Background: an optimization exercise with open tools, aiming at small area. Do not read the settings as production practice.
Function was checked by simulation only, so behaviour that the tests miss may differ from the original.
Power and IR drop assume default switching activity.

### flow/standard.sh
#!/bin/bash
# synth_recipe.tcl (not shown) runs the flow's synth.tcl, then flattens the netlist and writes it again
# the make line also repeats each setting of config.mk as NAME=value (left out here)
make -C /OpenROAD-flow-scripts/flow DESIGN_CONFIG=/design/flow/config.mk WORK_HOME=/design/flow/orfs CLKGATE_MAP_FILE= SYNTH_SCRIPT=/design/flow/synth_recipe.tcl "${@:-finish}"
### flow/flow/abc_area_nf.script
&get -n
&st
&dch -f
&nf -p -R 1000 -F 8 -C 32
&put
topo
### flow/flow/run.sh
#!/bin/bash
# ORFS layout (standard.sh) with three changes:
#  - synthesis maps logic with an area-oriented ABC script (flow/abc_area_nf.script);
#    everything else in the synthesis, registers included, is the standard one
#  - CTS without dummy loads, with larger sink clusters
#  - port buffers are buf_2
set -euo pipefail
HERE=$(pwd)
export CTS_ARGS="-sink_clustering_enable -repair_clock_nets -dont_use_dummy_load -sink_clustering_size 30 -sink_clustering_max_diameter 60 -buf_list {sky130_fd_sc_hd__clkbuf_8 sky130_fd_sc_hd__clkbuf_16}"
export BUFFER_PORTS_ARGS="-buffer_cell sky130_fd_sc_hd__buf_2"
cat > "$HERE/area_synth.tcl" <<TCL
proc abc {args} {
  set i [lsearch -exact \$args -script]
  if {\$i >= 0} { lset args [expr {\$i + 1}] $HERE/flow/abc_area_nf.script }
  yosys abc {*}\$args
}
source $HERE/synth_recipe.tcl
TCL
sed "s#SYNTH_SCRIPT=[^ ]*#SYNTH_SCRIPT=$HERE/area_synth.tcl#" standard.sh > area_standard.sh
bash area_standard.sh > standard_sh.log 2>&1
### flow/constraint.sdc
create_clock -name core_clock -period 8.0 [get_ports {CLK}]
set_input_delay 1.6000 -clock core_clock [delete_from_list [all_inputs] [get_ports {CLK}]]
set_output_delay 1.6000 -clock core_clock [all_outputs]
set_load 0.01 [all_outputs]
### flow/design.v
`timescale 1ns/10ps
`default_nettype none
module instruction_cache
(
    input  logic         CLK,
    input  logic         arst_n,
    input  logic         stall,
    input  logic [32-1:0]  pc,
    input  logic         pc_valid,
    output logic         cache_ready,
    output logic [32-1:0]       instruction,
    output logic         instruction_valid,
    output logic         l2_addr_valid,
    input  logic         l2_addr_ready,
    output logic [(24 + 4)-1:0]  l2_addr,
    output logic         l2_data_ready,
    input  logic         l2_data_valid,
    input  logic [(4 * 32)-1:0] l2_data
);
    localparam int NS  = 16;
    localparam int TW  = 24;
    localparam int BW  = (4 * 32);
    localparam int WW  = 32;
    localparam int EW  = TW + BW;           
    localparam int WORD_LSB = 2;
    localparam int SET_LSB  = WORD_LSB + 2;
    localparam int TAG_LSB  = SET_LSB + 4;
    localparam logic [3:0] INS0 = 4'd0;
    localparam logic [3:0] INS1 = 4'd6;
    localparam logic [3:0] INS2 = 4'd11;
    localparam logic [1:0] IDLE      = 2'd0;
    localparam logic [1:0] REQUEST   = 2'd1;
    localparam logic [1:0] WAIT_DATA = 2'd2;
    localparam logic [1:0] WRITE     = 2'd3;
    logic [1:0]                 state;
    logic [3:0]                 phase;
    logic [31:2]                pc_if2;
    logic [31:2]                pc_if3;
    logic                       valid_if2;
    logic                       valid_if3;
    logic                       replay;
    logic [NS-1:0]              lru_bits;
    logic [2*NS*EW-1:0]         ring;
    logic [NS-1:0]              both_bits;
    logic                       pend;
    logic [BW-1:0]              buf_block;
    logic [TW-1:0]              buf_tag;
    logic [3:0]                 buf_set;
    logic                       buf_way;
    logic [3:0]                 out_set;
    logic [1:0]                 out_word;
    logic                       out_way;
    logic [3:0]                 set_if3;
    logic [TW-1:0]              tag_if3;
    logic [1:0]                 word_if3;
    logic [3:0]                 slot_if3;
    logic                       cins;
    logic [1:0]                 hit;
    logic                       hit_way;
    logic                       victim;
    logic                       idle;
    logic                       refill_write;
    logic                       miss_c;
    logic                       advance;
    logic                       accept;
    logic                       complete_hit;
    logic                       data_take;
    assign set_if3  = pc_if3[SET_LSB +: 4];
    assign tag_if3  = pc_if3[TAG_LSB +: TW];
    assign word_if3 = pc_if3[WORD_LSB +: 2];
    assign slot_if3 = set_if3 - phase;
    assign idle         = (state == IDLE);
    assign refill_write = (state == WRITE);
    assign miss_c       = valid_if3 && !(|hit);
    assign cache_ready  = idle && !replay && !miss_c;
    assign accept       = pc_valid && cache_ready && !stall;
    assign advance      = !stall && idle && !replay && !miss_c;
    assign complete_hit = valid_if3 && advance;
    assign hit_way      = hit[1];
    assign victim       = lru_bits[set_if3];
    assign data_take    = (state == WAIT_DATA) && l2_data_valid;
    always_ff @(posedge CLK or negedge arst_n)
    begin
        if (!arst_n)
        begin
            state <= IDLE;
        end
        else
        begin
            case (state)
                IDLE:      if (miss_c)        state <= REQUEST;
                REQUEST:   if (l2_addr_ready) state <= WAIT_DATA;
                WAIT_DATA: if (l2_data_valid) state <= WRITE;
                default:                      state <= IDLE;
            endcase
        end
    end
    assign l2_addr_valid = (state == REQUEST);
    assign l2_data_ready = (state == WAIT_DATA);
    assign l2_addr       = pc_if3[31:SET_LSB];
    always_ff @(posedge CLK)
    begin
        if (data_take)
        begin
            buf_block <= l2_data;
            buf_tag   <= tag_if3;
            buf_set   <= set_if3;
            buf_way   <= victim;
        end
    end
    logic       pend_n;
    logic [3:0] bset_n;
    logic       bway_n;
    logic [3:0] cslot_n;
    logic [5:0] put_n;             
    logic [5:0] put_q;
    logic [5:0] nput_q;
    assign cins    = |put_q;
    assign pend_n  = data_take || (pend && !cins);
    assign bset_n  = data_take ? set_if3 : buf_set;
    assign bway_n  = data_take ? victim : buf_way;
    assign cslot_n = bset_n - phase - 4'd2;
    for (genvar w = 0; w < 2; w++)
    begin : g_putn
        assign put_n[w*3+0] = pend_n && (bway_n == w) && (cslot_n == INS0);
        assign put_n[w*3+1] = pend_n && (bway_n == w) && (cslot_n == INS1);
        assign put_n[w*3+2] = pend_n && (bway_n == w) && (cslot_n == INS2);
    end
    always_ff @(posedge CLK or negedge arst_n)
    begin
        if (!arst_n)
        begin
            pend  <= 1'b0;
            put_q <= '0;
        end
        else
        begin
            pend  <= pend_n;
            put_q <= put_n;
        end
    end
    always_ff @(posedge CLK)
    begin
        nput_q <= ~put_n;
    end
    always_ff @(posedge CLK or negedge arst_n)
    begin
        if (!arst_n)
        begin
            phase <= 4'd0;
        end
        else
        begin
            phase <= phase + 4'd1;
        end
    end
    for (genvar w = 0; w < 2; w++)
    begin : g_way
        for (genvar i = 0; i < NS; i++)
        begin : g_slot
            localparam int NX = (i + 1) % NS;
            if ((i == INS0) || (i == INS1) || (i == INS2))
            begin : g_ins
                localparam int PI = w*3 + ((i == INS0) ? 0 : (i == INS1) ? 1 : 2);
                always_ff @(posedge CLK)
                begin
                    ring[(w*NS+i)*EW +: EW] <= ({EW{put_q[PI]}} & {buf_tag, buf_block})
                                             | ({EW{nput_q[PI]}} & ring[(w*NS+NX)*EW +: EW]);
                end
            end
            else
            begin : g_shift
                always_ff @(posedge CLK)
                begin
                    ring[(w*NS+i)*EW +: EW] <= ring[(w*NS+NX)*EW +: EW];
                end
            end
        end
    end
    logic [NS-1:0] ssel;           
    for (genvar i = 0; i < NS; i++)
    begin : g_ssel
        assign ssel[i] = (slot_if3 == i);
    end
    logic       both_if3;
    logic [1:0] valid_if3_w;
    assign both_if3    = both_bits[set_if3];
    assign valid_if3_w = {both_if3, both_if3 | victim};
    for (genvar w = 0; w < 2; w++)
    begin : g_cmp
        logic          byp;
        logic          rv;
        logic [TW-1:0] rtag;
        assign rv = valid_if3_w[w];
        always_comb
        begin
            rtag = '0;
            for (int i = 0; i < NS; i++)
            begin
                rtag = rtag | ({TW{ssel[i]}} & ring[(w*NS+i)*EW + BW +: TW]);
            end
        end
        assign byp  = pend && (buf_way == w) && (buf_set == set_if3);
        assign hit[w] = byp ? (buf_tag == tag_if3)
                            : (rv && (rtag == tag_if3));
    end
    always_ff @(posedge CLK or negedge arst_n)
    begin
        if (!arst_n)
        begin
            lru_bits  <= '0;
            both_bits <= '0;
        end
        else
        begin
            if (complete_hit || refill_write)
            begin
                lru_bits[set_if3] <= refill_write ? ~buf_way : ~hit_way;
            end
            if (refill_write && buf_way)
            begin
                both_bits[set_if3] <= 1'b1;
            end
        end
    end
    always_ff @(posedge CLK or negedge arst_n)
    begin
        if (!arst_n)
        begin
            valid_if2         <= 1'b0;
            valid_if3         <= 1'b0;
            replay            <= 1'b0;
            instruction_valid <= 1'b0;
        end
        else
        begin
            replay            <= refill_write;
            instruction_valid <= complete_hit || (refill_write && !stall);
            if (refill_write)
            begin
                valid_if3 <= stall;
            end
            else if (advance)
            begin
                valid_if2 <= accept;
                valid_if3 <= valid_if2;
            end
        end
    end
    always_ff @(posedge CLK)
    begin
        if (accept)
        begin
            pc_if2 <= pc[31:2];
        end
        if (advance)
        begin
            pc_if3 <= pc_if2;
        end
        out_set  <= set_if3;
        out_word <= word_if3;
        out_way  <= refill_write ? buf_way : hit_way;
    end
    logic [3:0]      out_slot;
    logic            out_byp;
    logic [2*NS-1:0] esel;         
    logic [3:0]      ksel;         
    logic [WW-1:0]   ring_word;
    logic [WW-1:0]   buf_word;
    assign out_slot = out_set - phase;
    assign out_byp  = pend && (buf_way == out_way) && (buf_set == out_set);
    for (genvar e = 0; e < 2*NS; e++)
    begin : g_esel
        assign esel[e] = ({out_way, out_slot} == e);
    end
    for (genvar k = 0; k < 4; k++)
    begin : g_ksel
        assign ksel[k] = (out_word == k);
    end
    logic [WW-1:0] eword [4];
    always_comb
    begin
        for (int k = 0; k < 4; k++)
        begin
            eword[k] = '0;
            for (int e = 0; e < 2*NS; e++)
            begin
                eword[k] = eword[k] | ({WW{esel[e]}} & ring[e*EW + k*WW +: WW]);
            end
        end
        ring_word = '0;
        buf_word  = '0;
        for (int k = 0; k < 4; k++)
        begin
            ring_word = ring_word | ({WW{ksel[k]}} & eword[k]);
            buf_word  = buf_word  | ({WW{ksel[k]}} & buf_block[k*WW +: WW]);
        end
    end
    assign instruction = out_byp ? buf_word : ring_word;
endmodule
`default_nettype wire
### flow/config.mk
export PLATFORM = sky130hd
export DESIGN_NAME = instruction_cache
export DESIGN_NICKNAME = instruction_cache
export VERILOG_FILES = /design/flow/design.v
export SDC_FILE = /design/flow/constraint.sdc
export NUM_CORES = 4
export LEC_CHECK = 0
export CAP_MARGIN = 20
export CELL_PAD_IN_SITES_DETAIL_PLACEMENT = 1
export CELL_PAD_IN_SITES_GLOBAL_PLACEMENT = 1
export CORE_MARGIN = 2
export CORE_UTILIZATION = 50
export SLEW_MARGIN = 20
==> results of run 1 <==
==> registers in the layout (all words and copies together) (netlist names), 4 cells and up <==
register,flops
ring,4864
buf_block,128
pc_if2,30
pc_if3,30
buf_tag,24
both_bits,16
lru_bits,16
nput_q,6
put_q,6
buf_set,4
out_set,4
phase,4
==> worst max-delay path, delay by kind of cell, from the launching register on <==
kind	cells	cell delay [ns]
and+or+nand+nor	9	1.84
AOI/OAI and AO/OA	4	1.22
buffers and inverters	7	0.96
adders and majority gates	2	0.77
DFF	1	0.44
xor gates and xnor gates	1	0.20
==> per-stage QoR <==
stage / utilization / instance area (um^2) / worst slack (ns) / hold slack, ns
final: 0.5629 / 156900 / 0.05555 / 0.2930
after floorplan: - / 139700 / 0.2126 / 0.3233
after global routing: 0.5629 / 156900 / -0.2371 / 0.2959
after CTS: 0.5619 / 156600 / -0.004963 / 0.2947
after global placement: 0.5347 / 149000 / -0.08970 / 0.3312
after detailed placement: 0.5348 / 149000 / -0.1374 / 0.3358
==> worst max path at each step <==
stage / to / startpoint / slack, ns / depth (start not counted)
2_1_floorplan: pc_if2[10] / pc_if3[4] / 0.21 / 22
3_5_place_dp: cache_ready / phase[1] / -0.14 / 27
3_3_place_gp: cache_ready / phase[1] / -0.09 / 27
5_1_grt: cache_ready / pc_if3[4] / -0.24 / 28
4_1_cts: cache_ready / pc_if3[4] / -0.005 / 28
6_report: cache_ready / pc_if3[4] / 0.06 / 23
==> layout by cell type (no fill, tap or decap), drive strengths merged, types with 11 or more instances in the layout <==
cell,netlist,routed
clkbuf,0,290
nor2,93,94
nor4,22,22
a31oi,21,21
edfxtp,212,212
o21bai,13,13
a222oi,820,820
nand3,80,80
buf,28,562
a221o,84,84
xnor2,53,53
and3,17,17
xor2,46,46
clkinv,31,27
a32oi,11,11
a22oi,725,725
a22o,1008,1008
ha,20,20
dfrtp,49,49
nand2,617,617
nor3,82,82
o21ai,23,23
dfxtp,4882,4882
a21oi,28,28
o41ai,33,33
nand4,487,487
a221oi,136,136
==> power by group <==
| group | leakage (nW) | internal [mW] | switching, mW |
|---|---|---|---|
| Combinational | 13.1 | 2.69 | 3.81 |
| Sequential | 42.4 | 33.6 | 5.01 |
| Clock | 3.55 | 6.43 | 8.01 |
==> repair_timing <==
action                                  4_1_cts  5_1_grt
setup buffers                                18       14
endpoints found under the setup margin        1        1
pin swaps                                    11       23
cloned                                        1        2
hold buffers                                  0        0
resized for setup                            43       24
==> cell type report <==
class                      count  area [um^2]  share of cell area
multi-input combinational   4494        34610              0.2206
clock buffer                 288         7207             0.04595
inverter                      31        133.9           0.0008535
timing repair buffer         564         4873             0.03107
tap                         3724         4659             0.02971
antenna                        1        2.502          0.00001595
sequential                  5143       105400              0.6718
==> layer usage <==
layer  vias to the layer above  part of all wire
met2                      4123              0.47
met4                         9             0.033
met5                         -           0.00016
met3                       863             0.072
met1                     50050              0.42
li1                      40220                 -
==> kinds of logic after synthesis <==
group                    after synthesis  share of synthesized area
flip-flops                          5143                     0.7542
AND/OR/NAND/NOR                     1429                    0.04995
adder cells (fa/ha/maj)               23                   0.002222
buffers and inverters                 59                   0.002338
multiplexers                          11                   0.001514
AO/OA/AOI/OAI                       2931                     0.1836
XOR/XNOR                              99                   0.006209
==> impl_metrics.json, run 1 <==
{
  "path_cells": "clkinv_4, ha_4, inv_4, fa_2, nand2b_4, nor2_4, buf_6, clkbuf_16, buf_4, a222oi_1, nand4_1, a221oi_1, nand4_1, xor2_1, nor4_2, nand4_1, a2111oi_0, buf_4, nand2_1, o2111ai_2, nand2_2, nor2_2, buf_2",
  "final_cells": 14250,
  "drtIter0Drc": 13010,
  "whs_endpoint": "ring[513]",
  "drt_wl_total_mm": 488.9,
  "design.core.area_um2": 278700,
  "crit_type": "reg -> out",
  "yosysTopAreaCell": "dfxtp_1",
  "synth_nets": 9884,
  "synth_top_area_frac": 0.6998,
  "slew_violations": 0,
  "pwr_density_cell_nw_per_um2": 379.6,
  "htreeDepth": 5,
  "hpwl_mm": 276.0,
  "synth.top_cells.by_count": "dfxtp_1, a22o_1, a222oi_1, a22oi_1, nand2_1",
  "r2r_cells": 29,
  "min_path_type": "reg -> reg",
  "worst_slew_pin_slew_ns": 1.166,
  "fin_crit_sh": 0.9931,
  "ys_types": 49,
  "grt_max_degree": 90,
  "status": "finished clean",
  "grt_usage": 0.3333,
  "dp.cells": 13920,
  "grt_pass1_vias": 99570,
  "grt-ovfl-total": 0,
  "ioPinCount": 230,
  "antenna_found_initial": 8,
  "cp_max_fo": 6,
  "required_ns": 6.40,
  "power_mw": 59.54,
  "cts_sinks": 5143,
  "hold_start": "ring[665]",
  "fin_crit_ns": 7.944,
  "hold_depth": 0,
  "power.leakage_nw": 59.07,
  "grt_use_met1": 0.4545,
  "synth-seq-cells": 5143,
  "rows": 194,
  "finalSetupViolCount": 0,
  "rsz0062_at_grt": "yes",
  "cts_root_buffer": "clkbuf_16",
  "worstSetupEndpointType": "primary output",
  "startpoint_type": "flip-flop",
  "peakVddDrop_uv": 244.8,
  "first_pass_iters": 10,
  "cp.arrival_ns": 6.34,
  "die_w_um": 532.5,
  "mappedNetlistArea_um2": 139700,
  "nFillCells": 26620,
  "die_h_um": 532.5,
  "tns_ns": 0,
  "cp_slowest_stage_delay_ns": 0.62,
  "path_clk_slew_ns": 0.10,
  "dieArea_um2": 283600,
  "portBuffers": 227,
  "initial_core_util": 0.5012,
  "cts_tree": "done",
  "r2r_end": "lru_bits[6]",
  "drt-wirelength-per-cell_um": 34.32,
  "synthCells": 9695,
  "gr-usage-met3": 0.04080,
  "synthArstFlopShare": 0.009528,
  "synth_warnings": 2,
  "ant_nets": 0,
  "cp_common_cell": "nand4_1",
  "netlist_top_cells_area": "dfxtp_1, a22o_1, a222oi_1",
  "clockBufferDepth": 4,
  "hold_viol_final": 0,
  "seq_area_frac_synth": 0.7542,
  "gp_congestion": 0.8126,
  "fmax_mhz": 125.9,
  "grtUsageMet2": 0.5519,
  "syn_to_final_growth_pct": 12.32,
  "syn-mean-instance-area_um2": 14.40,
  "viasPerCell": 6.687,
  "r2r_slack_ns": 1.42,
  "synth_edf_count": 212,
  "drc": 0,
  "num_vias": 95260,
  "grt-busiest-layer": "met2",
  "grt_pass1_wl_mm": 704.3,
  "slowest_stage": "fa_2",
  "clk_latency_ns": 0.94,
  "drive_above_1_share": 0.09202,
  "finalClockSkew_ns": 0.08547,
  "relSlewSlack": 0.2227,
  "nets": 10710,
  "ys.flop_type": "dfxtp_1",
  "synth.most_common_cell": "dfxtp_1",
  "max_cap_viol_count": 0,
  "cts_buffers": 288,
  "timing.rr.start": "pc_if3[4]"
}
==> run 2: changes to the inputs <==
--- a/flow/design.v
+++ b/flow/design.v
@@ -50,2 +50,3 @@
     logic [3:0]                 out_set;
+    logic [3:0]                 out_slot;
     logic [1:0]                 out_word;
@@ -70,3 +71,2 @@
     assign word_if3 = pc_if3[WORD_LSB +: 2];
-    assign slot_if3 = set_if3 - phase;
     assign idle         = (state == IDLE);
@@ -259,3 +259,12 @@
         end
+        if (advance)
+        begin
+            slot_if3 <= pc_if2[SET_LSB +: 4] - phase - 4'd1;
+        end
+        else
+        begin
+            slot_if3 <= slot_if3 - 4'd1;
+        end
         out_set  <= set_if3;
+        out_slot <= slot_if3 - 4'd1;
         out_word <= word_if3;
@@ -263,3 +272,2 @@
     end
-    logic [3:0]      out_slot;
     logic            out_byp;
@@ -269,3 +277,2 @@
     logic [WW-1:0]   buf_word;
-    assign out_slot = out_set - phase;
     assign out_byp  = pend && (buf_way == out_way) && (buf_set == out_set);
==> impl_metrics.json, run 2 <==
{
  "drtIter0Drc": 12610,
  "synth_warnings": 2,
  "cp_max_fo": 10,
  "p_sw_mw": 19.06,
  "fin_crit_sh": 0.9615,
  "ioPinCount": 230,
  "drive_above_1_share": 0.07922,
  "ys.flop_type": "dfxtp_1",
  "synth_nets": 9850,
  "synth.most_common_cell": "dfxtp_1",
  "worstSetupEndpointType": "primary output",
  "crit_type": "reg -> out",
  "cts_buffers": 285,
  "max_cap_viol_count": 0,
  "drt_wl_total_mm": 492.5,
  "peakVddDrop_uv": 255.6,
  "finalClockSkew_ns": 0.07167,
  "power.share.switching": 0.3033,
  "viasPerCell": 6.774,
  "cts_sinks": 5151,
  "path_buf_inv": 5,
  "rsz0062_at_grt": "no",
  "syn_to_final_growth_pct": 10.96,
  "cts_root_buffer": "clkbuf_16",
  "yosysTopAreaCell": "dfxtp_1",
  "rows": 194,
  "largest_reg_flops": 4864,
  "startpoint_type": "flip-flop",
  "utilization": 0.5563,
  "required_ns": 6.40,
  "final_cell_mix": "dfxtp_1, a22o_1, a222oi_1",
  "mappedNetlistArea_um2": 139700,
  "finalSetupViolCount": 0,
  "grt_pass1_wl_mm": 707.1,
  "synthCells": 9660,
  "die_w_um": 532.6,
  "nFillCells": 26510,
  "fmax_mhz": 130.0,
  "mostFrequentLayoutCell": "dfxtp_1",
  "cp.arrival_ns": 6.09,
  "clockBufferDepth": 4,
  "gp_congestion": 0.8141,
  "syn-mean-instance-area_um2": 14.46,
  "power.leakage_nw": 58.17,
  "grt_max_degree": 103,
  "die_h_um": 532.6,
  "status": "finished clean",
  "min_path_type": "reg -> reg",
  "cp_common_cell": "a221o_1",
  "antenna_found_initial": 16,
  "first_pass_iters": 8,
  "slowest_stage": "dfxtp_2",
  "ant_nets": 0,
  "hpwl_mm": 262.9,
  "htreeDepth": 5,
  "synth-seq-cells": 5151,
  "p_int_mw": 43.76,
  "synthArstFlopShare": 0.009513,
  "nets": 10560,
  "synth_edf_count": 212,
  "cp_slowest_stage_delay_ns": 0.37,
  "pwr_density_cell_nw_per_um2": 405.2,
  "drt-wirelength-per-cell_um": 34.95,
  "grt_usage": 0.3350,
  "seq_area_frac_synth": 0.7551,
  "path_cells": "clkinv_1, ha_2, and2_4, buf_4, a222oi_1, nand4_1, a221o_1, a221o_1, a221o_1, a221o_1, a221oi_1, xnor2_1, nor4_4, buf_4, nand4_1, nor4_2, buf_4, mux2i_1, a31oi_1, nor2b_2, buf_2",
  "grt_pass1_vias": 99510,
  "comb_power_share": 0.144,
  "initial_core_util": 0.5013,
  "path_clk_slew_ns": 0.11,
  "r2r_slack_ns": 1.70,
  "top_regs": "ring: 4864 flops, buf_block: 128 flops",
  "dieArea_um2": 283600,
  "relSlewSlack": 0.1949,
  "netlist_top_cells_area": "dfxtp_1, a222oi_1, a22o_1",
  "num_vias": 95460,
  "portBuffers": 227,
  "synth_top_area_frac": 0.7007,
  "slew_violations": 0,
  "fin_crit_ns": 7.692,
  "synth.top_cells.by_count": "dfxtp_1, a22o_1, a222oi_1, a22oi_1, nand2_1",
  "p_seq_frac": 0.627,
  "critPathTopFamily": "compound AO/OA/AOI/OAI gates",
  "hold_viol_final": 0,
  "drc": 0,
  "ys_types": 44,
  "cts_tree": "done",
  "top_register": "ring",
  "holdBufCountCts": 0,
  "worst_slew_pin_slew_ns": 1.208,
  "design.core.area_um2": 278700,
  "tns_ns": 0,
  "grt-ovfl-total": 0,
  "clk_latency_ns": 0.93,
  "clock_power_share": 0.229
}
-- run 2: worst register-to-register path: stages, from the launching register on --
cell and delay (ns):
dfxtp_2 0.37, clkinv_1 0.14, ha_2 0.28, and2_4 0.25, buf_4 0.23, a222oi_1 0.35, nand4_1 0.15, a221o_1 0.27
a221o_1 0.27, a221o_1 0.26, a221o_1 0.26, a221oi_1 0.26, xnor2_1 0.15, nor4_4 0.33, buf_4 0.17, nand4_1 0.30
nor4_2 0.31, buf_4 0.18, mux2i_1 0.08, a31oi_1 0.24, nor2b_2 0.20, nor2b_4 0.28, and2_2 0.19, buf_4 0.35
-- run 2: power by group through the flow --
| stage | logic, mW | clock network (mW) | registers (mW) |
|---|---|---|---|
| 4_1_cts | 8.95 | 14.6 | 39.1 |
| 3_3_place_gp | 8.70 | 0 | 39.0 |
| 5_1_grt | 9.41 | 15.5 | 40.1 |
| 2_1_floorplan | 4.63 | 0 | 37.8 |
| 3_5_place_dp | 8.86 | 0 | 39.5 |
| 6_report | 9.06 | 14.4 | 39.4 |
-- run 2: cell families after synthesis --
| family | synth area share |
|---|---|
| AO/OA/AOI/OAI | 0.1842 |
| XOR/XNOR | 0.006019 |
| adder cells (fa/ha/maj) | 0.002257 |
| buffers and inverters | 0.002391 |
| flip-flops | 0.7551 |
| multiplexers | 0.001514 |
| AND/OR/NAND/NOR | 0.04857 |
-- run 2: through the flow --
step           instance area [um^2]  cells  hold WS, ns  setup WS, ns  total power [mW]
2_1_floorplan                139800   9660       0.3233       0.02356             42.48
3_3_place_gp                 147800  13800       0.3270        0.3799             47.75
3_5_place_dp                 147800  13800       0.3353        0.3979             48.38
4_1_cts                      155000  14090       0.3010       0.03538             62.68
5_1_grt                      155000  14090       0.2989       0.01005             65.03
6_report                     155000  14090       0.3000        0.3079             62.82
-- run 2: routing by layer --
metal  up-vias  part of all wire  track usage
li1      39890                 -            -
met1     50170              0.42       0.4554
met2      4435              0.47       0.5518
met3       948             0.075      0.04614
met4        14             0.034       0.1102
met5         -           0.00017            0
-- run 2: path summary, 6_finish.rpt --
check | from | end | depth (start not counted)
worst max-delay path | slot_if3[0] | cache_ready | 21
worst min register to register | ring[2096] | ring[1944] | 0
max in group asynchronous | arst_n | put_q[4] | 2
worst max register to register | slot_if3[0] | pc_if2[18] | 23
worst min-delay path | ring[2096] | ring[1944] | 0
min in group asynchronous | arst_n | lru_bits[13] | 2
-- run 2: final cells by class --
cell class | count | area (um^2) | share of cell area
Antenna cell | 5 | 12.51 | 0.00008072
Sequential cell | 5151 | 105500 | 0.6808
Tap cell | 3724 | 4659 | 0.03006
Inverter | 33 | 131.4 | 0.0008475
Clock buffer | 285 | 7132 | 0.04601
Timing Repair Buffer | 446 | 3281 | 0.02116
Multi-Input combinational cell | 4449 | 34260 | 0.2210
-- run 2: timing repair --
item,4_1_cts,5_1_grt
endpoints found under the setup margin,1,1
resized for setup,11,2
buffers inserted,0,1
gates cloned,1,0
pin swaps,3,4
==> run 3: changes to the inputs <==
--- a/flow/config.mk
+++ b/flow/config.mk
@@ -7,3 +7,3 @@
 export LEC_CHECK = 0
-export CAP_MARGIN = 20
+export CAP_MARGIN = 10
 export CELL_PAD_IN_SITES_DETAIL_PLACEMENT = 1
@@ -11,3 +11,3 @@
 export CORE_MARGIN = 2
-export CORE_UTILIZATION = 50
-export SLEW_MARGIN = 20
+export CORE_UTILIZATION = 54
+export SLEW_MARGIN = 10
==> impl_metrics.json, run 3 <==
{
  "hpwl_mm": 258.4,
  "crit_type": "reg -> out",
  "relSlewSlack": 0.1860,
  "synthCells": 9660,
  "r2r_cells": 24,
  "final_cell_mix": "dfxtp_1, a22o_1, a222oi_1",
  "syn_to_final_growth_pct": 9.867,
  "power_mw": 61.55,
  "dp.cells": 13440,
  "htreeDepth": 4,
  "viasPerCell": 6.958,
  "power.leakage_nw": 57.58,
  "peakVddDrop_uv": 288.9,
  "holdBufCountCts": 0,
  "hold_viol_final": 0,
  "ant_nets": 0,
  "grt-ovfl-total": 0,
  "hold_start": "ring[3349]",
  "synth_adder_area_share": 0.002257,
  "hold_depth": 0,
  "finalClockSkew_ns": 0.06942,
  "synth_warnings": 2,
  "design.core.area_um2": 257200,
  "fin_crit_ns": 7.772,
  "drive_above_1_share": 0.07359,
  "ys_types": 44,
  "largest_reg_flops": 4864,
  "cts_buffers": 247,
  "postCtsSetupRepairBufs": 0,
  "status": "finished clean",
  "grt_pass1_wl_mm": 690.5,
  "whs_endpoint": "ring[3197]",
  "timing.rr.start": "slot_if3[0]",
  "netlist_top_cells_area": "dfxtp_1, a222oi_1, a22o_1",
  "r2r_end": "valid_if2",
  "cts_sinks": 5151,
  "drt-wirelength-per-cell_um": 34.95,
  "mappedNetlistArea_um2": 139700,
  "r2r_slack_ns": 1.59,
  "clock_power_share": 0.215,
  "fmax_mhz": 128.7,
  "synthArstFlopShare": 0.009513,
  "ioPinCount": 230,
  "ys.flop_type": "dfxtp_1",
  "p_sw_mw": 18.71,
  "mostFrequentLayoutCell": "dfxtp_1",
  "clockBufferDepth": 4,
  "dieArea_um2": 262800,
  "finalSetupViolCount": 0,
  "nFillCells": 23940,
  "die_w_um": 512.6,
  "required_ns": 6.40,
  "synth-seq-cells": 5151,
  "die_h_um": 512.6,
  "grt_pass1_vias": 99850,
  "max_cap_viol_count": 0,
  "synth_xor_area_frac": 0.006019,
  "cts_tree": "done",
  "synth_top_family_by_area": "compound AO/OA/AOI/OAI gates",
  "grt_usage": 0.3514,
  "gp_congestion": 0.8168,
  "synthSimpleGateAreaFrac": 0.04857,
  "synthMuxAreaShare": 0.001514,
  "initial_core_util": 0.5432,
  "cp_max_fo": 13,
  "synth.top_cells.by_count": "dfxtp_1, a22o_1, a222oi_1, a22oi_1, nand2_1",
  "rows": 186,
  "path_clk_slew_ns": 0.09,
  "worst_slew_pin_slew_ns": 1.212,
  "synth.most_common_cell": "dfxtp_1",
  "top_regs": "ring: 4864 flops, buf_block: 128 flops",
  "slew_violations": 0,
  "syn-mean-instance-area_um2": 14.46,
  "p_seq_frac": 0.641,
  "p_int_mw": 42.84,
  "portBuffers": 227,
  "fin_crit_sh": 0.9715,
  "comb_power_share": 0.144,
  "drt_wl_total_mm": 478.4,
  "yosysTopAreaCell": "dfxtp_1",
  "num_vias": 95240,
  "antenna_found_initial": 15,
  "nets": 10490,
  "drc": 0,
  "power.share.switching": 0.3040,
  "clk_latency_ns": 0.96,
  "seq_area_frac_synth": 0.7551,
  "cts_root_buffer": "clkbuf_16",
  "synth_nets": 9850,
  "synth_edf_count": 212,
  "startpoint_type": "flip-flop",
  "top_register": "ring",
  "final_cells": 13690,
  "grt_max_degree": 101,
  "drtIter0Drc": 13590,
  "synth_top_area_frac": 0.7007,
  "worstSetupEndpointType": "primary output",
  "min_path_type": "reg -> reg",
  "first_pass_iters": 14,
  "rsz0062_at_grt": "no",
  "pwr_density_cell_nw_per_um2": 401.0,
  "tns_ns": 0,
  "synth_compound_area_frac": 0.1842,
  "cp.arrival_ns": 6.17
}
run 3: cell counts after synthesis:
Identical to the previous run, type by type.
run 3: layout make-up:
cell class	instances	area (um^2)	area share
multi-input cells	4448	34270	0.2233
flip-flops and latches	5151	105500	0.6876
clock buffers	247	6181	0.04027
inverters	33	131.4	0.0008560
repair buffers	421	3122	0.02034
well taps	3384	4234	0.02759
diodes	4	10.01	0.00006522
run 3: worst max-delay path by stage:
stage,endpoint,slack [ns],from
final,cache_ready,0.23,slot_if3[0]
after global routing,cache_ready,0.03,slot_if3[0]
after CTS,cache_ready,0.002,slot_if3[0]
after detailed placement,cache_ready,0.27,slot_if3[0]
after global placement,cache_ready,0.19,slot_if3[0]
after floorplan,lru_bits[10],0.02,slot_if3[0]
run 3: kinds of logic after synthesis:
| logic type | after synthesis |
|---|---|
| adder cells (fa/ha/maj) | 24 |
| AND/OR/NAND/NOR | 1379 |
| XOR/XNOR | 96 |
| buffers and inverters | 61 |
| AO/OA/AOI/OAI | 2938 |
| multiplexers | 11 |
| flip-flops | 5151 |
run 3: timing repair:
item	in CTS	in global routing
setup endpoints to repair	1	1
gates resized for setup	10	8
pin swaps	2	3
run 3: worst max-delay path, stage by stage, from the launching register on:
cell and delay, ns:
dfxtp_2 0.39, clkinv_1 0.15, ha_2 0.24, and2_4 0.21, buf_4 0.21, a222oi_1 0.34, nand4_1 0.14, a221o_1 0.28
a221o_1 0.26, a221o_1 0.26, a221o_1 0.27, a221oi_2 0.28, xnor2_2 0.12, nor4_4 0.39, buf_4 0.17, nand4_1 0.28
buf_4 0.28, nor4_4 0.20, mux2i_2 0.14, a31oi_2 0.26, nor2b_2 0.20, buf_2 0.14
run 3: through the flow:
stage               hold WS, ns    util  worst slack [ns]  cell area [um^2]
floorplan                0.3233       -           0.02356            139800
global placement         0.3255  0.5724            0.1853            147200
detailed placement       0.3358  0.5724            0.2720            147200
CTS                      0.2875  0.5966          0.001894            153400
global route             0.2918  0.5968           0.02945            153500
finish                   0.3039  0.5968            0.2280            153500
run 3: power by group through the flow:
stage,clock [mW],sequential (mW),combinational (mW)
floorplan,0,37.8,4.63
global placement,0,39.0,8.47
detailed placement,0,39.6,8.65
CTS,13.3,39.2,8.73
finish,13.2,39.4,8.87
global route,14.2,40.2,9.23
run 3: layer usage:
metal | GRT usage | routed length, um | part of all wire
met5 | 0 | 41 | 0.000086
met4 | 0.1188 | 16390 | 0.034
met3 | 0.05077 | 39330 | 0.082
met2 | 0.5794 | 225400 | 0.47
met1 | 0.4753 | 197300 | 0.41
==> run 4: changes to the inputs <==
--- a/flow/design.v
+++ b/flow/design.v
@@ -50,3 +50,2 @@
     logic [3:0]                 out_set;
-    logic [3:0]                 out_slot;
     logic [1:0]                 out_word;
@@ -71,2 +70,3 @@
     assign word_if3 = pc_if3[WORD_LSB +: 2];
+    assign slot_if3 = set_if3 - phase;
     assign idle         = (state == IDLE);
@@ -259,12 +259,3 @@
         end
-        if (advance)
-        begin
-            slot_if3 <= pc_if2[SET_LSB +: 4] - phase - 4'd1;
-        end
-        else
-        begin
-            slot_if3 <= slot_if3 - 4'd1;
-        end
         out_set  <= set_if3;
-        out_slot <= slot_if3 - 4'd1;
         out_word <= word_if3;
@@ -272,2 +263,3 @@
     end
+    logic [3:0]      out_slot;
     logic            out_byp;
@@ -277,2 +269,3 @@
     logic [WW-1:0]   buf_word;
+    assign out_slot = out_set - phase;
     assign out_byp  = pend && (buf_way == out_way) && (buf_set == out_set);
--- a/flow/flow/run.sh
+++ b/flow/flow/run.sh
@@ -4,3 +4,3 @@
 #    everything else in the synthesis, registers included, is the standard one
-#  - CTS without dummy loads, with larger sink clusters
+#  - CTS without dummy loads, clkbuf_8 leaves with larger sink clusters
 #  - port buffers are buf_2
@@ -8,3 +8,3 @@
 HERE=$(pwd)
-export CTS_ARGS="-sink_clustering_enable -repair_clock_nets -dont_use_dummy_load -sink_clustering_size 30 -sink_clustering_max_diameter 60 -buf_list {sky130_fd_sc_hd__clkbuf_8 sky130_fd_sc_hd__clkbuf_16}"
+export CTS_ARGS="-sink_clustering_enable -repair_clock_nets -dont_use_dummy_load -sink_clustering_size 16 -sink_clustering_max_diameter 50 -buf_list {sky130_fd_sc_hd__clkbuf_8}"
 export BUFFER_PORTS_ARGS="-buffer_cell sky130_fd_sc_hd__buf_2"
--- a/flow/config.mk
+++ b/flow/config.mk
@@ -7,3 +7,3 @@
 export LEC_CHECK = 0
-export CAP_MARGIN = 10
+export CAP_MARGIN = 20
 export CELL_PAD_IN_SITES_DETAIL_PLACEMENT = 1
@@ -11,3 +11,3 @@
 export CORE_MARGIN = 2
-export CORE_UTILIZATION = 54
-export SLEW_MARGIN = 10
+export CORE_UTILIZATION = 52
+export SLEW_MARGIN = 20
==> impl_metrics.json, run 4 <==
{
  "cts_root_buffer": "clkbuf_8",
  "min_path_type": "reg -> reg",
  "clockBufferDepth": 4,
  "power_mw": 58.18,
  "synth_adder_area_share": 0.002222,
  "rows": 190,
  "place_area_um2": 148600,
  "worstSetupEndpointType": "primary output",
  "hold_viol_final": 0,
  "cp_max_fo": 11,
  "max_cap_viol_count": 0,
  "synth-seq-cells": 5143,
  "portBuffers": 227,
  "setup_slack_ns": -0.2281,
  "antenna_found_initial": 30,
  "cp.arrival_ns": 6.63,
  "hpwl_mm": 276.8,
  "synth_xor_area_frac": 0.006209,
  "crit_type": "reg -> out",
  "drc": 0,
  "grt_pass1_vias": 102200,
  "status": "failed layout checks",
  "die_h_um": 522.2,
  "num_vias": 97240,
  "drt_wl_total_mm": 498.7,
  "grt_max_degree": 102,
  "yosysTopAreaCell": "dfxtp_1",
  "cts_buffers": 443,
  "worst_slew_pin_slew_ns": 1.206,
  "first_pass_iters": 7,
  "fin_crit_ns": 8.228,
  "grt-ovfl-total": 0,
  "seq_area_frac_synth": 0.7542,
  "finalClockSkew_ns": 0.07963,
  "r2r_cells": 32,
  "relSlewSlack": 0.1962,
  "peakVddDrop_uv": 234.7,
  "path_clk_slew_ns": 0.10,
  "drtIter0Drc": 12920,
  "drive_above_1_share": 0.1080,
  "syn-mean-instance-area_um2": 14.40,
  "hold_depth": 0,
  "startpoint_type": "flip-flop",
  "ys_types": 49,
  "top_register": "ring",
  "cts_tree": "done",
  "holdBufCountCts": 0,
  "rsz0062_at_grt": "yes",
  "tns_ns": -0.2281,
  "drt-wirelength-per-cell_um": 34.92,
  "required_ns": 6.40,
  "finalSetupViolCount": 1,
  "synth_top_area_frac": 0.6998,
  "fmax_mhz": 121.5,
  "viasPerCell": 6.810,
  "cts_sinks": 5143,
  "pwr_density_cell_nw_per_um2": 373.8,
  "ys.flop_type": "dfxtp_1",
  "post-place-ws_ns": -0.2142,
  "synthSimpleGateAreaFrac": 0.04995,
  "largest_reg_flops": 4864,
  "slew_violations": 0,
  "synthMuxAreaShare": 0.001514,
  "synthArstFlopShare": 0.009528,
  "synth_warnings": 2,
  "fin_crit_sh": 1.029,
  "design.core.area_um2": 267400,
  "initial_core_util": 0.5222,
  "mostFrequentLayoutCell": "dfxtp_1",
  "violations": "negative setup slack",
  "grt_usage": 0.3508,
  "syn_to_final_growth_pct": 11.45,
  "timing.rr.start": "pc_if3[4]",
  "startpoint": "pc_if3[4]",
  "htreeDepth": 5,
  "synth_edf_count": 212,
  "synth.most_common_cell": "dfxtp_1",
  "gp_congestion": 0.8179,
  "ioPinCount": 230,
  "netlist_top_cells_area": "dfxtp_1, a22o_1, a222oi_1",
  "fin_area_um2": 155600,
  "dieArea_um2": 272700,
  "synth_compound_area_frac": 0.1836,
  "final_cell_mix": "dfxtp_1, a22o_1, a222oi_1",
  "mappedNetlistArea_um2": 139700,
  "synth.top_cells.by_count": "dfxtp_1, a22o_1, a222oi_1, a22oi_1, nand2_1",
  "power.leakage_nw": 58.87,
  "clk_latency_ns": 1.14,
  "grt_pass1_wl_mm": 709.9,
  "ant_nets": 0,
  "nets": 10900,
  "timing.hold.ws_ns": 0.2938,
  "top_regs": "ring: 4864 flops, buf_block: 128 flops",
  "hold_start": "ring[4040]",
  "synthCells": 9695,
  "synth_nets": 9884,
  "die_w_um": 522.2,
  "synth_top_family_by_area": "compound AO/OA/AOI/OAI gates"
}
-- run 4: changes by cell type after synthesis, sizes merged, moves of 16 or more --
cell / change
a221oi: +39
a222oi: -62
a22o: +35
a22oi: -24
nand2: +30
nand4: +20
nor2: +16
-- run 4: path summary, 6_finish.rpt --
kind                       slack, ns          end
min in group asynchronous       0.61  lru_bits[5]
max in group asynchronous       6.85     put_q[0]
min reg2reg                     0.29   ring[3888]
min                             0.29   ring[3888]
max reg2reg                     1.30  lru_bits[7]
max                            -0.23  cache_ready
-- run 4: layer usage --
| metal | vias up | global-route usage | part of all wire |
|---|---|---|---|
| li1 | 40550 | - | - |
| met1 | 50620 | 0.4756 | 0.41 |
| met2 | 4966 | 0.5674 | 0.46 |
| met3 | 1082 | 0.05662 | 0.086 |
| met4 | 20 | 0.1284 | 0.038 |
| met5 | - | 0 | 0.00025 |
-- run 4: area by class of cell --
| cell class | instances | area, um^2 |
|---|---|---|
| Antenna cell | 15 | 37.54 |
| Timing Repair Buffer | 593 | 4913 |
| Clock buffer | 443 | 6097 |
| Sequential cell | 5143 | 105400 |
| Inverter | 31 | 131.4 |
| Tap cell | 3552 | 4444 |
| Multi-Input combinational cell | 4503 | 34650 |
| Fill cell | 25340 | 111800 |
-- run 4: timing repair --
| action | 4_1_cts | 5_1_grt |
|---|---|---|
| gates resized for setup | 42 | 18 |
| setup endpoints to repair | 4 | 23 |
| buffers inserted | 16 | 34 |
| gates cloned | 4 | 9 |
| pin swaps | 18 | 24 |
-- run 4: kinds of logic after synthesis --
| group | after synthesis |
|---|---|
| flops | 5143 |
| compound gates | 2931 |
| simple gates | 1429 |
| xor+xnor | 99 |
| buf+inv | 59 |
| fa+ha+maj | 23 |
| mux | 11 |
-- run 4: critical path, stage by stage (launching register included) --
cell       delay (ns)
edfxtp_1         0.45
clkinv_4         0.09
ha_4             0.13
clkinv_2         0.06
fa_2             0.63
nand2b_4         0.18
nor2_4           0.06
buf_12           0.16
a222oi_1         0.35
nand4_1          0.18
a221o_1          0.30
a221o_1          0.26
a221o_1          0.28
a221o_1          0.28
a221oi_2         0.23
xnor2_1          0.18
nor4_4           0.44
buf_4            0.19
nand4_1          0.11
buf_6            0.17
nor4_4           0.13
buf_4            0.18
a21oi_2          0.07
o2111ai_2        0.07
nand2_1          0.10
nor2_1           0.09
buf_2            0.14
-- run 4: power by group --
| group | total (mW) | internal [mW] | switching, mW |
|---|---|---|---|
| registers | 38.5 | 33.6 | 4.93 |
| clock network | 13.0 | 4.92 | 8.05 |
| logic | 6.68 | 2.69 | 3.98 |
| total | 58.2 | 41.2 | 17.0 |
-- run 4: through the flow --
step,utilization,instances
after floorplan,-,9695
after global placement,0.5556,13760
after detailed placement,0.5556,13760
after CTS,0.5800,14220
after global routing,0.5819,14270
final,0.5820,14280

## port drivers added, routing unchanged
No port has a modelled driver above. Below, the same layouts with a new extraction and two added sets of constraints.
Step 1 sets driving cells, clkbuf_16 on the clock port and buf_2 on the other inputs (assumed; they add their load-dependent delay and slew).
Step 2, shift: input delay + t, output delay - t, t = (earliest + latest rising clock arrival at the registers) / 2. This alone moves slack from input paths to output paths.
Three values: ideal ports, drivers, drivers and shift; two values: the first two.
run	t, ns	setup WS [ns]	worst setup path at the end	worst data-port slew with drivers (ns)	cell pins on the clock port's net
run 1	1.003	0.056 / -0.052 / 0.951	register to output	0.16	1
run 2	1.000	0.308 / 0.206 / 1.207	register to output	0.12	1
run 3	1.018	0.228 / 0.128 / 1.146	register to output	0.13	1
run 4	1.193	-0.228 / -0.324 / 0.869	register to output	0.12	1
